Context: an optimization exercise on an open-source flow, tuned for small area, a short achievable clock period and few clock cycles per item. The choices shown serve that exercise and are no tape-out recipe.
No functional check of the RTL was part of this run.
Power is estimated from default activity; no workload was simulated.

File: design/flow/flow/run.sh
#!/bin/bash
# The standard synthesis, then the standard layout steps with the slow delay
# buffers (clkdlybuf4s*) left out, so port buffering picks an ordinary buffer.
set -e
bash standard.sh synth > synth.log 2>&1
PDU="sky130_fd_sc_hd__probe_p_8 sky130_fd_sc_hd__probec_p_8 sky130_fd_sc_hd__lpflow_bleeder_1 sky130_fd_sc_hd__lpflow_clkbufkapwr_1 sky130_fd_sc_hd__lpflow_clkbufkapwr_16 sky130_fd_sc_hd__lpflow_clkbufkapwr_2 sky130_fd_sc_hd__lpflow_clkbufkapwr_4 sky130_fd_sc_hd__lpflow_clkbufkapwr_8 sky130_fd_sc_hd__lpflow_clkinvkapwr_1 sky130_fd_sc_hd__lpflow_clkinvkapwr_16 sky130_fd_sc_hd__lpflow_clkinvkapwr_2 sky130_fd_sc_hd__lpflow_clkinvkapwr_4 sky130_fd_sc_hd__lpflow_clkinvkapwr_8 sky130_fd_sc_hd__lpflow_decapkapwr_12 sky130_fd_sc_hd__lpflow_decapkapwr_3 sky130_fd_sc_hd__lpflow_decapkapwr_4 sky130_fd_sc_hd__lpflow_decapkapwr_6 sky130_fd_sc_hd__lpflow_decapkapwr_8 sky130_fd_sc_hd__lpflow_inputiso0n_1 sky130_fd_sc_hd__lpflow_inputiso0p_1 sky130_fd_sc_hd__lpflow_inputiso1n_1 sky130_fd_sc_hd__lpflow_inputiso1p_1 sky130_fd_sc_hd__lpflow_inputisolatch_1 sky130_fd_sc_hd__lpflow_isobufsrc_1 sky130_fd_sc_hd__lpflow_isobufsrc_16 sky130_fd_sc_hd__lpflow_isobufsrc_2 sky130_fd_sc_hd__lpflow_isobufsrc_4 sky130_fd_sc_hd__lpflow_isobufsrc_8 sky130_fd_sc_hd__lpflow_isobufsrckapwr_16 sky130_fd_sc_hd__lpflow_lsbuf_lh_hl_isowell_tap_1 sky130_fd_sc_hd__lpflow_lsbuf_lh_hl_isowell_tap_2 sky130_fd_sc_hd__lpflow_lsbuf_lh_hl_isowell_tap_4 sky130_fd_sc_hd__lpflow_lsbuf_lh_isowell_4 sky130_fd_sc_hd__lpflow_lsbuf_lh_isowell_tap_1 sky130_fd_sc_hd__lpflow_lsbuf_lh_isowell_tap_2 sky130_fd_sc_hd__lpflow_lsbuf_lh_isowell_tap_4"
SLOW="sky130_fd_sc_hd__clkdlybuf4s15_1 sky130_fd_sc_hd__clkdlybuf4s15_2 sky130_fd_sc_hd__clkdlybuf4s18_1 sky130_fd_sc_hd__clkdlybuf4s18_2 sky130_fd_sc_hd__clkdlybuf4s25_1 sky130_fd_sc_hd__clkdlybuf4s25_2 sky130_fd_sc_hd__clkdlybuf4s50_1 sky130_fd_sc_hd__clkdlybuf4s50_2"
bash standard.sh "DONT_USE_CELLS=$PDU $SLOW" finish > layout.log 2>&1
File: design/flow/standard.sh
#!/bin/bash
# synth_recipe.tcl (not shown) runs the flow's synth.tcl, then flattens the netlist and writes it again
# the make line also repeats each setting of config.mk as NAME=value (left out here)
make -C /OpenROAD-flow-scripts/flow DESIGN_CONFIG=/design/flow/config.mk WORK_HOME=/design/flow/orfs CLKGATE_MAP_FILE= SYNTH_SCRIPT=/design/flow/synth_recipe.tcl "${@:-finish}"
File: design/flow/config.mk
export PLATFORM = sky130hd
export DESIGN_NAME = rectangle_grid_test_pattern
export DESIGN_NICKNAME = rectangle_grid_test_pattern
export VERILOG_FILES = /design/flow/design.v
export SDC_FILE = /design/flow/constraint.sdc
export NUM_CORES = 4
export LEC_CHECK = 0
export ABC_CLOCK_PERIOD_IN_PS = 2500
export CAP_MARGIN = 20
export CORE_MARGIN = 2
export CORE_UTILIZATION = 60
export CTS_BUF_LIST = sky130_fd_sc_hd__clkbuf_8
export CTS_CLUSTER_DIAMETER = 60
export CTS_CLUSTER_SIZE = 30
export SETUP_SLACK_MARGIN = 5
export SLEW_MARGIN = 20
File: design/flow/constraint.sdc
create_clock -name core_clock -period 8.5 [get_ports {clk}]
set_input_delay 1.7000 -clock core_clock [delete_from_list [all_inputs] [get_ports {clk}]]
set_output_delay 1.7000 -clock core_clock [all_outputs]
set_load 0.01 [all_outputs]
File: design/flow/design.v
module rectangle_grid_test_pattern (
  input  logic        clk,
  input  logic        rst,
  input  logic        push,
  output logic        full,
  input  logic        restart,
  output logic        empty,
  input  logic        pop,
  output logic [10:0] pixel_x,
  output logic [10:0] pixel_y,
  output logic [23:0] pixel_color,
  output logic        write_enable,
  output logic        frame_end,
  input  logic        cfg_write,
  input  logic [2:0]  cfg_index,
  input  logic [23:0] cfg_data
);
  function automatic logic [10:0] inc11(input logic [10:0] a, input logic ci);
    inc11 = a + {10'd0, ci};
  endfunction
  function automatic logic [7:0] inc8(input logic [7:0] a, input logic ci);
    inc8 = a + {7'd0, ci};
  endfunction
  function automatic logic [3:0] inc4(input logic [3:0] a);
    logic c;
    c = 1'b1;
    for (int i = 0; i < 4; i++) begin
      inc4[i] = a[i] ^ c;
      c       = c & a[i];
    end
  endfunction
  function automatic logic [10:0] dec11(input logic [10:0] a);
    logic c;
    c = 1'b1;
    for (int i = 0; i < 11; i++) begin
      dec11[i] = a[i] ^ c;
      c        = c & ~a[i];
    end
  endfunction
  function automatic logic ge11(input logic [10:0] a, input logic [10:0] b);
    ge11 = (a >= b);
  endfunction
  function automatic logic ge8(input logic [7:0] a, input logic [7:0] b);
    ge8 = (a >= b);
  endfunction
  function automatic logic [7:0] add8(input logic [7:0] a, input logic [7:0] b);
    add8 = a + b;
  endfunction
  logic [1:0]  mode;
  logic [7:0]  cm1;                          
  logic        cnz;                          
  logic [10:0] rw2, rh2, fw2, fh2;
  logic        rw1, rh1, fw1, fh1;
  logic        rwnz, rhnz;
  logic [23:0] first;
  logic [7:0]  step;
  wire [10:0] wd    = cfg_data[10:0];
  wire        wd_nz = |wd;
  wire        wd_1  = ~|wd[10:1];
  wire [10:0] wd_2  = wd - 11'd2;
  always_ff @(posedge clk) begin
    if (rst) begin
      mode  <= 2'd0;
      cm1   <= 8'd0;
      cnz   <= 1'b1;
      rw2   <= 11'd0;
      rw1   <= 1'b1;
      rwnz  <= 1'b0;
      rh2   <= 11'd0;
      rh1   <= 1'b1;
      rhnz  <= 1'b0;
      first <= 24'd0;
      step  <= 8'd0;
      fw2   <= 11'd1022;
      fw1   <= 1'b0;
      fh2   <= 11'd766;
      fh1   <= 1'b0;
    end else if (cfg_write) begin
      case (cfg_index)
        3'd0: mode  <= cfg_data[1:0];
        3'd1: begin cm1 <= cfg_data[7:0] - 8'd1; cnz <= |cfg_data[7:0]; end
        3'd2: begin rw2 <= wd_2; rw1 <= wd_1; rwnz <= wd_nz; end
        3'd3: begin rh2 <= wd_2; rh1 <= wd_1; rhnz <= wd_nz; end
        3'd4: first <= cfg_data;
        3'd5: step  <= cfg_data[7:0];
        3'd6: begin fw2 <= wd_2; fw1 <= wd_1; end
        default: begin fh2 <= wd_2; fh1 <= wd_1; end
      endcase
    end
  end
  wire direct = mode[1] & ~mode[0];
  wire on_st  = (mode[1] ^ mode[0]) & rwnz & rhnz;
  wire [7:0] fr = first[23:16];
  wire [7:0] fg = first[15:8];
  wire [7:0] fb = first[7:0];
  logic [10:0] x, y, ox, oy;
  logic [7:0]  col, row;
  logic        lx, ly, wx, wy, we;           
  logic [7:0]  R, B;                         
  logic        gm;                           
  logic [7:0]  GA;                           
  logic [7:0]  L;                            
  logic        empty_r, full_r, fresh, pend_v, pend_rs;
  localparam logic [2:0] S_IDLE = 3'd0, S_P1 = 3'd1, S_P2 = 3'd2, S_F1 = 3'd3,
                         S_F2 = 3'd4, S_FL = 3'd5, S_PR = 3'd6;
  logic [2:0] st;
  logic [2:0] c;
  logic       busy;                              
  wire nb   = ~busy;
  wire take_in  = push & ~full_r;
  wire out_free = empty_r | pop;
  wire adv      = out_free & (pend_v | take_in);
  wire rs_eff   = pend_v ? pend_rs : restart;
  wire go_org   = adv & rs_eff;
  wire go       = (~fresh & ((adv & ~rs_eff) | cfg_write)) | busy;
  wire wr_col   = cfg_write & (cfg_index[2:1] != 2'b11);    
  wire wr_flag  = cfg_write & (cfg_index[2:1] == 2'b11);    
  wire csat   = &col;
  wire rsat   = &row;
  wire nl     = nb & lx;                         
  wire nf     = nl & ly;                         
  wire colinc = nb & ~lx & wx & ~csat;
  wire rowinc = nl & ~ly & wy & ~rsat;
  wire [10:0] x_n   = nl ? 11'd0 : inc11(x, nb);
  wire [10:0] ox_n  = (nb & (lx | wx)) ? 11'd0 : inc11(ox, nb);
  wire [7:0]  col_n = nl ? 8'd0 : inc8(col, colinc);
  wire [10:0] y_n   = nf ? 11'd0 : inc11(y, nl);
  wire [10:0] oy_n  = (nl & (ly | wy)) ? 11'd0 : inc11(oy, nl);
  wire [7:0]  row_n = nf ? 8'd0 : inc8(row, rowinc);
  wire       col_lt = cnz & ge8(cm1, col);
  wire       row_lt = cnz & ge8(cm1, row);
  wire       row_lt_n = ly | (rowinc ? (row_lt & (row != cm1)) : row_lt);
  wire lx_n = busy ? (fw1 | ~ge11(fw2, x))  : (lx ? fw1 : (x == fw2));
  wire wx_n = busy ? (rw1 | ~ge11(rw2, ox)) : ((lx | wx) ? rw1 : (ox == rw2));
  wire ly_n = busy ? (fh1 | ~ge11(fh2, y))  : (lx ? (ly ? fh1 : (y == fh2)) : ly);
  wire wy_n = busy ? (rh1 | ~ge11(rh2, oy)) : (lx ? ((ly | wy) ? rh1 : (oy == rh2)) : wy);
  wire we_n = busy ? (on_st & col_lt & row_lt)
                   : (lx ? (on_st & cnz & row_lt_n) : (we & ~(colinc & (col == cm1))));
  wire lx_o = fw1;
  wire ly_o = fh1;
  wire wx_o = rw1;
  wire wy_o = rh1;
  wire we_o = on_st & cnz;
  wire p1   = (st == S_P1);
  wire p2   = (st == S_P2);
  wire f1   = (st == S_F1);
  wire f2   = (st == S_F2);
  wire lph  = direct ? p1 : p2;                  
  logic col_k, row_k, cnt_k;
  wire [2:0] c_nx    = c + 3'd1;
  wire [2:0] k_nx    = ~c_nx;
  wire [7:0] count_c = cm1 + 8'd1;
  always_ff @(posedge clk) begin
    col_k <= col[k_nx];
    row_k <= row[k_nx];
    cnt_k <= count_c[k_nx];
  end
  wire [7:0] lstep = direct ? step : GA;
  wire sR_step  = colinc | (p1 & col_k);
  wire sGA_step = (rowinc & direct) | (p1 & (direct ? row_k : cnt_k));
  wire sL_step  = rowinc | (lph & row_k);
  wire nfd      = nf & direct;
  wire [7:0] aR  = nl ? 8'd0 : (p1 ? {R[6:0], 1'b0} : R);
  wire [7:0] mR  = ({8{sR_step}} & step) | ({8{nl | f1}} & fr);
  wire [7:0] aGA = nfd ? 8'd0 : (p1 ? {GA[6:0], 1'b0} : GA);
  wire [7:0] mGA = ({8{sGA_step}} & step) | ({8{nfd | (f1 & direct)}} & fg);
  wire [7:0] aL  = nf ? 8'd0 : (lph ? {L[6:0], 1'b0} : L);
  wire [7:0] mL  = ({8{sL_step}} & lstep) | ({8{nf | f1}} & fb);
  wire [7:0] aB  = nl ? (ly ? 8'd0 : L) : (p1 ? {B[6:0], 1'b0} : B);
  wire [7:0] mB  = ({8{sR_step}} & step) | ({8{nf}} & fb)
                 | ({8{rowinc}} & lstep) | ({8{f2}} & L);
  wire [7:0] sR  = add8(aR, mR);
  wire [7:0] sGA = add8(aGA, mGA);
  wire [7:0] sL  = add8(aL, mL);
  wire [7:0] sB  = add8(aB, mB);
  wire show   = nb | f2;                         
  wire mk_rg  = ~show | (we_n & direct);
  wire mk_b   = ~show | we_n;
  wire seq_end = (f2 | (st == S_FL));
  always_ff @(posedge clk) begin
    if (rst) begin
      x <= '0; y <= '0; ox <= '0; oy <= '0; col <= '0; row <= '0;
      lx <= 1'b0; ly <= 1'b0; wx <= 1'b1; wy <= 1'b1; we <= 1'b0;
      R <= '0; gm <= 1'b0; B <= '0; GA <= '0; L <= '0;
    end else if (go_org) begin
      x <= '0; y <= '0; ox <= '0; oy <= '0; col <= '0; row <= '0;
      lx <= lx_o; ly <= ly_o; wx <= wx_o; wy <= wy_o; we <= we_o;
      R  <= (we_o & direct) ? fr : 8'd0;
      gm <= we_o & direct;
      B  <= we_o ? fb : 8'd0;
      GA <= direct ? fg : GA;
      L  <= fb;
    end else if (go) begin
      x <= x_n; y <= y_n; ox <= ox_n; oy <= oy_n; col <= col_n; row <= row_n;
      lx <= lx_n; ly <= ly_n; wx <= wx_n; wy <= wy_n; we <= we_n;
      R  <= mk_rg ? sR : 8'd0;
      gm <= we_n & direct;
      B  <= mk_b ? sB : 8'd0;
      GA <= sGA;
      L  <= sL;
    end
  end
  always_ff @(posedge clk) begin
    if (rst) begin
      empty_r <= 1'b1;
      fresh   <= 1'b1;
      pend_v  <= 1'b0;
      pend_rs <= 1'b0;
      full_r  <= 1'b0;
      st      <= S_IDLE;
      busy    <= 1'b0;
      c       <= 3'd0;
    end else begin
      if (adv)      empty_r <= 1'b0;
      else if (pop) empty_r <= 1'b1;
      if (cfg_write) fresh <= 1'b1;
      else if (adv)  fresh <= 1'b0;
      if (take_in & ~out_free) begin
        pend_v  <= 1'b1;
        pend_rs <= restart;
      end else if (out_free) begin
        pend_v  <= 1'b0;
      end
      if (wr_col) begin
        st   <= S_PR;
        busy <= 1'b1;
        c    <= 3'd7;
      end else if (wr_flag & (~busy | seq_end)) begin
        st   <= S_FL;
        busy <= 1'b1;
      end else begin
        if (seq_end) busy <= 1'b0;
        c <= c_nx;
        case (st)
          S_PR:    st <= S_P1;
          S_P1:    if (&c) st <= direct ? S_F1 : S_P2;
          S_P2:    if (&c) st <= S_F1;
          S_F1:    st <= S_F2;
          default: st <= S_IDLE;
        endcase
      end
      full_r <= (take_in & ~out_free) | (pend_v & ~out_free) | cfg_write
              | (busy & ~seq_end);
    end
  end
  assign full         = full_r;
  assign empty        = empty_r;
  assign pixel_x      = x;
  assign pixel_y      = y;
  assign pixel_color  = {R, GA & {8{gm}}, B};
  assign write_enable = we;
  assign frame_end    = lx & ly;
endmodule
==> run summary <==
cells in the final DEF, fill, tap and decap left out, types with 16 or more instances in the layout:
| cell | Yosys | layout |
|---|---|---|
| a211o_1 | 21 | 21 |
| a211oi_1 | 49 | 47 |
| a21o_1 | 29 | 25 |
| a21oi_1 | 136 | 131 |
| buf_1 | 13 | 99 |
| buf_2 | 9 | 20 |
| clkbuf_8 | 0 | 22 |
| dfxtp_1 | 206 | 188 |
| ha_1 | 107 | 104 |
| inv_1 | 81 | 81 |
| mux2i_1 | 22 | 22 |
| nand2_1 | 205 | 205 |
| nand3_1 | 42 | 42 |
| nand4_1 | 43 | 43 |
| nor2_1 | 209 | 205 |
| nor3_1 | 32 | 31 |
| o21ai_0 | 48 | 44 |
| xnor2_1 | 63 | 62 |
| xor2_1 | 18 | 16 |
routing by layer:
metal | vias to the layer above | wire length, µm | share of wire (%) | track usage, %
met5 | - | 0 | 0 | 0
li1 | 5867 | - | - | -
met3 | 95 | 3400 | 8.8 | 5.88
met1 | 5733 | 16200 | 42 | 46.4
met2 | 506 | 17200 | 45 | 52.4
met4 | 0 | 1730 | 4.5 | 14.4
through the flow:
stage / worst slack [ns] / total power, mW / hold slack [ns] / std cells / instance area (µm²)
after floorplan: 5.06 / 1.28 / 0.432 / 1616 / 12800
after global placement: 3.79 / 1.37 / 0.438 / 1902 / 13100
after detailed placement: 3.70 / 1.38 / 0.449 / 1902 / 13100
after CTS: 4.98 / 2.02 / 0.466 / 1948 / 13700
after global routing: 4.94 / 2.11 / 0.480 / 1971 / 14000
final: 5.06 / 2.03 / 0.464 / 1972 / 14000
state kept, by name (all words and copies together), names as in the netlist, 11 cells and up:
| name | flops |
|---|---|
| fh2 | 11 |
| first | 24 |
| fw2 | 11 |
| ox | 11 |
| oy | 11 |
| rh2 | 11 |
| rw2 | 11 |
| x | 11 |
| y | 11 |
power breakdown:
part           switching (mW)  total (mW)  internal (mW)
Combinational           0.213       0.333          0.121
Clock                   0.398       0.653          0.255
Sequential             0.0483        1.05          0.997
Total                   0.659        2.03           1.37
layout make-up:
class	instances	area, µm²	share of cell area [%]
inverter	82	314	2.24
sequential	206	4160	29.7
timing repair buffer	132	579	4.14
clock buffer	22	303	2.16
clock inverter	11	100	0.715
antenna	1	2.50	0.0179
multi-input combinational	1243	8190	58.5
tap	275	344	2.46
critical path, cell delays in order (launching register included):
cell and delay, ns:
dfxtp_4 0.37, and4_4 0.20, a2111oi_4 0.47, buf_6 0.20, o2bb2ai_4 0.17, a22o_1 0.21, ha_1 0.23, a21o_1 0.17
a21oi_1 0.22, o211ai_1 0.19, a21o_1 0.22, a21oi_1 0.19, xnor2_1 0.08, a2111oi_1 0.40
cells by family (layout without fill, tap and decap cells):
group / after synthesis / in the layout / synth area share (%)
and+or+nand+nor: 635 / 637 / 22.7
xor gates and xnor gates: 82 / 82 / 5.73
buffers and inverters: 169 / 247 / 5.23
adders and majority gates: 111 / 111 / 11.1
muxes: 32 / 32 / 3.05
other: 0 / 1 / 0
DFF: 206 / 206 / 32.3
AOI/OAI and AO/OA: 381 / 381 / 19.8
how the worst max path moves through the flow:
stage | end | depth (start not counted)
2_1_floorplan | B[6] | 16
3_3_place_gp | ox[4] | 9
3_5_place_dp | ox[4] | 9
4_1_cts | L[6] | 16
5_1_grt | GA[6] | 14
6_report | GA[7] | 13
repair_timing:
item | 4_1_cts | 5_1_grt
setup buffers | 11 | 23
endpoints found under the setup margin | 117 | 38
hold buffers | 0 | 0
pin swaps | 7 | 13
gates cloned | 2 | 0
resized for setup | 37 | 60
==> results.json <==
{
  "dpl.hpwl_mm": 27.5,
  "synth.distinct_cells": 79,
  "r2r_end": "GA[7]",
  "critPathLaunch": "row[2]",
  "post-route-util_pct": 66.8,
  "cp.arrival_ns": 3.88,
  "num_rows": 53,
  "wl_mm": 38.5,
  "min_period_over_period_pct": 40.5,
  "cts_tree": "yes",
  "clockRootBuffer": "clkbuf_8",
  "clk_latency_ns": 0.56,
  "coreArea_um2": 21000,
  "period_needed_ns": 3.44,
  "h-tree-depth": 1,
  "vias": 12201,
  "cts_buffers": 19,
  "synth-seq-area-share_pct": 32.3,
  "maxSlewViolCount": 0,
  "syn2layout_area_growth_pct": 9.64,
  "synthArstFlopShare_pct": 0,
  "ys_top_cells_by_count": "209 x nor2_1, 206 x dfxtp_1, 205 x nand2_1",
  "syn_nets": 1760,
  "drc_errors": 0,
  "dieHeight_um": 150,
  "ios": 83,
  "worstSetupStartpointType": "flop",
  "synthFlopType": "dfxtp_1",
  "power.density_nw_per_um2": 145,
  "grt_pass1_wl_mm": 60.1,
  "synth_area_leaders": "dfxtp_1 32%, ha_1 10%, nor2_1 6.1%",
  "synth.most_common_cell": "nor2_1",
  "first_global_vias": 11005,
  "crit_type": "reg2reg",
  "antenna_left": 0,
  "synthCells": 1616,
  "fp.dieW_um": 150,
  "finalHoldViolCount": 0,
  "yosys.area.top_type_share_pct": 32.3,
  "cp_max_fo": 6,
  "outcome": "complete, no violations",
  "synth_edf_count": 0,
  "first_pass_iters": 6,
  "leakagePower_nw": 5.27,
  "clkTransAtPathRegs_ns": 0.12,
  "initial_core_util_pct": 60.9,
  "worst-slew-pin-transition_ns": 0.939,
  "drive_gt1_share_pct": 8.61,
  "min_from": "rw2[0]",
  "max_freq_mhz": 290,
  "avgSynthCellArea_um2": 7.90,
  "antenna_found_initial": 1,
  "yosysWarnings": 1,
  "finClkSkew_ns": 0.0192,
  "gr-usage-all-layers_pct": 33.8,
  "slew_headroom_pct": 37.2,
  "synth_area_um2": 12800,
  "yosys.area.top_type": "dfxtp_1",
  "setup_viol": 0,
  "grt_max_degree": 58,
  "gr-total-overflow": 0,
  "cts_buffer_depth": 3,
  "via_per_inst": 6.19,
  "ir_drop_mv": 0.164,
  "clkSinkCount": 206,
  "ys_ff_latch": 206,
  "min_to": "rw2[0]",
  "drt_iter0_drc": 1097,
  "dieArea_um2": 22500,
  "io_buffers": 82,
  "ff2ff_path_depth": 13,
  "gp_congestion": 0.907,
  "worstHoldPathType": "reg2reg",
  "min_path_cells": 2,
  "fin_setup_tns_ns": 0,
  "r2r-start": "row[2]",
  "drv_cap": 0,
  "rsz0062_at_grt": "true",
  "nFillCells": 1858,
  "avgRoutedWirePerCell_um": 19.5,
  "nets": 1828,
  "endpoint_kind": "flop",
  "r2r_setup_slack_ns": 5.06,
  "cp.required_ns": 8.94
}

==> afterwards: timing with drivers on the ports <==
No port has a modelled driver above. Below, the same layout with a new extraction and two added sets of constraints.
Step 1 sets driving cells, clkbuf_16 on the clock port and buf_2 on the other inputs (assumed; they add their load-dependent delay and slew).
Step 2 adds t to the input delays and takes it off the output delays; t is the mean of the earliest and latest rising clock arrival at the registers after step 1. Input paths then give back, and output paths get back, about the clock's delay inside the block.
Three values: ideal, step 1, step 2; two values: the first two.
t (ns): 0.601
setup WS [ns]: 5.057 / 5.057 / 4.533
clock arrival spread, ns: 0.023 / 0.023
worst slew at a driven data input, ns: 0.07
pins driven straight from the clock port: 1
After both steps setup and hold are still met in this run. The setup slack of this run moves by 0.000 ns with the drivers and by -0.524 ns with both steps.
